What follows belongs to an exercise in optimizing a design on an open flow for small area, a short achievable clock period and few clock cycles; a production flow would make more cautious choices. Function was checked by simulation only, so behaviour that the tests miss may differ from the original. Power figures rest on the tool's default switching activity, not on a simulated workload.

Setup of lane 1:
## kruskal_minimum_spanning_tree
module kruskal_minimum_spanning_tree #(
  parameter int MAX_NODES   = kmst_pkg::MaxNodes,
  parameter int MAX_EDGES   = kmst_pkg::MaxEdges,
  parameter int WEIGHT_BITS = kmst_pkg::WeightBits,
  localparam int NodeW = $clog2(MAX_NODES),
  localparam int CntW  = $clog2(MAX_EDGES + 1),
  localparam int EdW   = 2 * NodeW + WEIGHT_BITS
) (
  input  logic                                 clk_i,
  input  logic                                 rst_ni,
  input  logic                                 psel,
  input  logic                                 penable,
  input  logic                                 pwrite,
  input  logic [kmst_pkg::AddrW-1:0]           paddr,
  input  logic [kmst_pkg::DataW-1:0]           pwdata,
  output logic [kmst_pkg::DataW-1:0]           prdata,
  output logic                                 pready,
  input  logic                                 in_valid_i,
  output logic                                 in_stall_o,
  input  logic [NodeW-1:0]                     first_node_i,
  input  logic [NodeW-1:0]                     second_node_i,
  input  logic signed [WEIGHT_BITS-1:0]        weight_i,
  input  logic                                 last_edge_i,
  output logic                                 out_valid_o,
  input  logic                                 out_stall_i,
  output logic [NodeW-1:0]                     tree_first_node_o,
  output logic [NodeW-1:0]                     tree_second_node_o,
  output logic signed [kmst_pkg::TotalW-1:0]   total_weight_o,
  output logic                                 is_total_o,
  output logic                                 overflow_o,
  output logic                                 last_o
);
==> flow/config.mk <==
export PLATFORM = sky130hd
export DESIGN_NAME = kruskal_minimum_spanning_tree
export DESIGN_NICKNAME = kruskal_minimum_spanning_tree
export VERILOG_FILES = /design/flow/design.v
export SDC_FILE = /design/flow/constraint.sdc
export NUM_CORES = 4
export LEC_CHECK = 0
export CAP_MARGIN = 20
export CELL_PAD_IN_SITES_DETAIL_PLACEMENT = 1
export CELL_PAD_IN_SITES_GLOBAL_PLACEMENT = 2
export CORE_MARGIN = 2
export CORE_UTILIZATION = 40
export CTS_BUF_LIST = sky130_fd_sc_hd__clkbuf_4 sky130_fd_sc_hd__clkbuf_8
export CTS_CLUSTER_SIZE = 20
export SETUP_SLACK_MARGIN = 3.75
export SLEW_MARGIN = 20
==> flow/constraint.sdc <==
create_clock -name core_clock -period 7.0 [get_ports {clk_i}]
set_input_delay 1.4000 -clock core_clock [delete_from_list [all_inputs] [get_ports {clk_i}]]
set_output_delay 1.4000 -clock core_clock [all_outputs]
set_load 0.01 [all_outputs]
run.sh (not shown) runs the stock make flow with config.mk's settings and CLKGATE_MAP_FILE= SYNTH_SCRIPT=/design/flow/synth_recipe.tcl, a recipe that flattens the netlist after the stock synthesis.
Testbench counts of lane 1, summed over its fixed seeds: cycles 5,175.
### lane 1 -> lane 2
-- flow/design.v --
<<< lane 1, line 31
  logic [N-1:0]   gt_q, gtc;         
  logic [N:0]     st;                
  logic           gtw, gtw_q;        
  logic [N-1:0]   jf_q;              
  logic [N-1:0]   s_nx, s_pv, s_nw, s_kp;    
  logic signed [WEIGHT_BITS-1:0] dw;
>>> lane 2, line 31
  logic [N-1:0]   gt_q, gtc;         
  logic [N:0]     st;                
  logic           gtw;
  logic [N-1:0]   s_nx, s_pv, s_nw, s_kp;    
  logic signed [WEIGHT_BITS-1:0] dw;
<<< lane 1, line 44
  always_comb begin
    for (int i = 0; i < N; i++) begin
      st[i] = valid_q[i] && (!new_q[i] || !(jf_q[i] ? gtw_q : gt_q[i]));
    end
    st[N] = 1'b0;
>>> lane 2, line 43
  always_comb begin
    for (int i = 0; i < N; i++) begin
      st[i] = valid_q[i] && (!new_q[i] || !gt_q[i]);
    end
    st[N] = 1'b0;
<<< lane 1, line 75
                    (s_nx[i] && new_q[(i + 1) % N]) ||
                    (s_pv[i] && new_q[(i + N - 1) % N])) && !seal_i;
      gt_q[i]   <= (s_kp[i] && gtc[i]) ||
                   (s_nx[i] && gtc[(i + 1) % N]) ||
                   (s_pv[i] && gtc[(i + N - 1) % N]);
      jf_q[i]   <= s_nw[i];
    end
  end
  always_ff @(posedge clk_i) begin
    gtw_q <= gtw;
  end
  assign head_o = data_q[0];
>>> lane 2, line 74
                    (s_nx[i] && new_q[(i + 1) % N]) ||
                    (s_pv[i] && new_q[(i + N - 1) % N])) && !seal_i;
      gt_q[i]   <= (s_kp[i] && gtc[i]) || (s_nw[i] && gtw) ||
                   (s_nx[i] && gtc[(i + 1) % N]) ||
                   (s_pv[i] && gtc[(i + N - 1) % N]);
    end
  end
  assign head_o = data_q[0];
<<< lane 1, line 219
  logic signed [kmst_pkg::TotalW-1:0] total_q;
  logic                   out_valid_q, out_total_q, out_ovf_q;
  logic signed [kmst_pkg::TotalW-1:0] out_sum_q;
  logic [NodeW-1:0]       out_u_q, out_v_q;
  assign pready = 1'b1;
>>> lane 2, line 214
  logic signed [kmst_pkg::TotalW-1:0] total_q;
  logic                   out_valid_q, out_total_q, out_ovf_q;
  logic [NodeW-1:0]       out_u_q, out_v_q;
  assign pready = 1'b1;
<<< lane 1, line 370
  assign clr     = init_q || (adv && (pend_q || t_out));
  assign pend_n  = adv ? (!pend_q && p2_edge_q && p2_last_q && diff) : pend_q;
  kmst_uf_mem #(
    .MAX_NODES(MAX_NODES)
>>> lane 2, line 364
  assign clr     = init_q || (adv && (pend_q || t_out));
  assign pend_n  = adv ? (!pend_q && p2_edge_q && p2_last_q && diff) : pend_q;
  logic                               restart;
  logic signed [kmst_pkg::TotalW-1:0] total_sum;
  assign restart   = init_q || (adv && out_valid_q && out_total_q);
  assign total_sum = total_q + kmst_pkg::TotalW'(p2_w_q);
  kmst_uf_mem #(
    .MAX_NODES(MAX_NODES)
<<< lane 1, line 434
      pend_drop_q <= p2_drop_q;
    end
    if (clr) begin
      total_q <= '0;
    end else if (p2_join && diff) begin
      total_q <= total_q + kmst_pkg::TotalW'(p2_w_q);
    end
    if (adv) begin
      out_total_q <= pend_q || t_out;
>>> lane 2, line 432
      pend_drop_q <= p2_drop_q;
    end
    total_q <= (p2_join && diff) ? (restart ? kmst_pkg::TotalW'(p2_w_q) : total_sum)
                                 : (restart ? '0 : total_q);
    if (adv) begin
      out_total_q <= pend_q || t_out;
<<< lane 1, line 444
      out_u_q     <= e_out ? p2_u_q : '0;
      out_v_q     <= e_out ? p2_v_q : '0;
      out_sum_q   <= (pend_q || t_out) ? total_q : '0;
    end
  end
>>> lane 2, line 439
      out_u_q     <= e_out ? p2_u_q : '0;
      out_v_q     <= e_out ? p2_v_q : '0;
    end
  end
<<< lane 1, line 450
  assign tree_first_node_o  = out_u_q;
  assign tree_second_node_o = out_v_q;
  assign total_weight_o     = out_sum_q;
  assign is_total_o         = out_total_q;
  assign overflow_o         = out_ovf_q;
>>> lane 2, line 444
  assign tree_first_node_o  = out_u_q;
  assign tree_second_node_o = out_v_q;
  assign total_weight_o     = out_total_q ? total_q : '0;
  assign is_total_o         = out_total_q;
  assign overflow_o         = out_ovf_q;
[summary]
Summary — total placed cells including tap cells, lane 2 relative to lane 1: lower, by about 1.3%.
Final cycle utilization of the critical path in lane 2 vs lane 1: up 0.54 points
On die area, lane 2 does better than lane 1.
Area occupied by registers: lane 2 vs lane 1 down 3.5%
Going from lane 1 to lane 2, power density normalized to cell area up 2.1%; final area down 0.0026 mm^2.
Between lane 2 and lane 1, it is lane 2 whose global-route usage is lower, by 2.1 points.
For post-CTS setup-driven buffer insertion count, dividing the value from lane 2 by the value from lane 1 gives 0.76.
Number of antenna violations at the first check in global routing: lane 2 vs lane 1 down about 8%
Changes observed in lane 2 relative to lane 1: critical path depth lower; final wirelength lower.
Testbench counts of lane 2, summed over its fixed seeds: cycles 5,175.

==> what the ideal ports hide <==
The results above use ideal ports. As a check the final layouts listed here were re-extracted and re-timed, cells and wires unchanged. Step 1: set_driving_cell puts a clkbuf_16 on clk_i and a buf_2 on each other input, an assumption about the parent block. Step 2 adds t to the input delays and takes it off the output delays; t is the mean of the earliest and latest rising clock arrival at the registers after step 1. Input paths then give back, and output paths get back, about the clock's delay inside the block. Three values: no drivers, after step 1, after step 2; two values: the first two.
run | t (ns) | slack for setup (ns) | worst setup path at the end | latest minus earliest clock arrival (ns) | cell pins on the clock port's net
lane 1 | 1.208 | 3.543 / 3.469 / 2.261 | input to register | 0.092 / 0.092 | 1
lane 2 | 1.188 | 3.505 / 3.406 / 2.349 | input to register | 0.075 / 0.074 | 1
After both steps every run listed still meets setup and hold. The setup slack of lane 1, which loses most, moves by -0.074 ns with the drivers and by -1.282 ns with both steps.
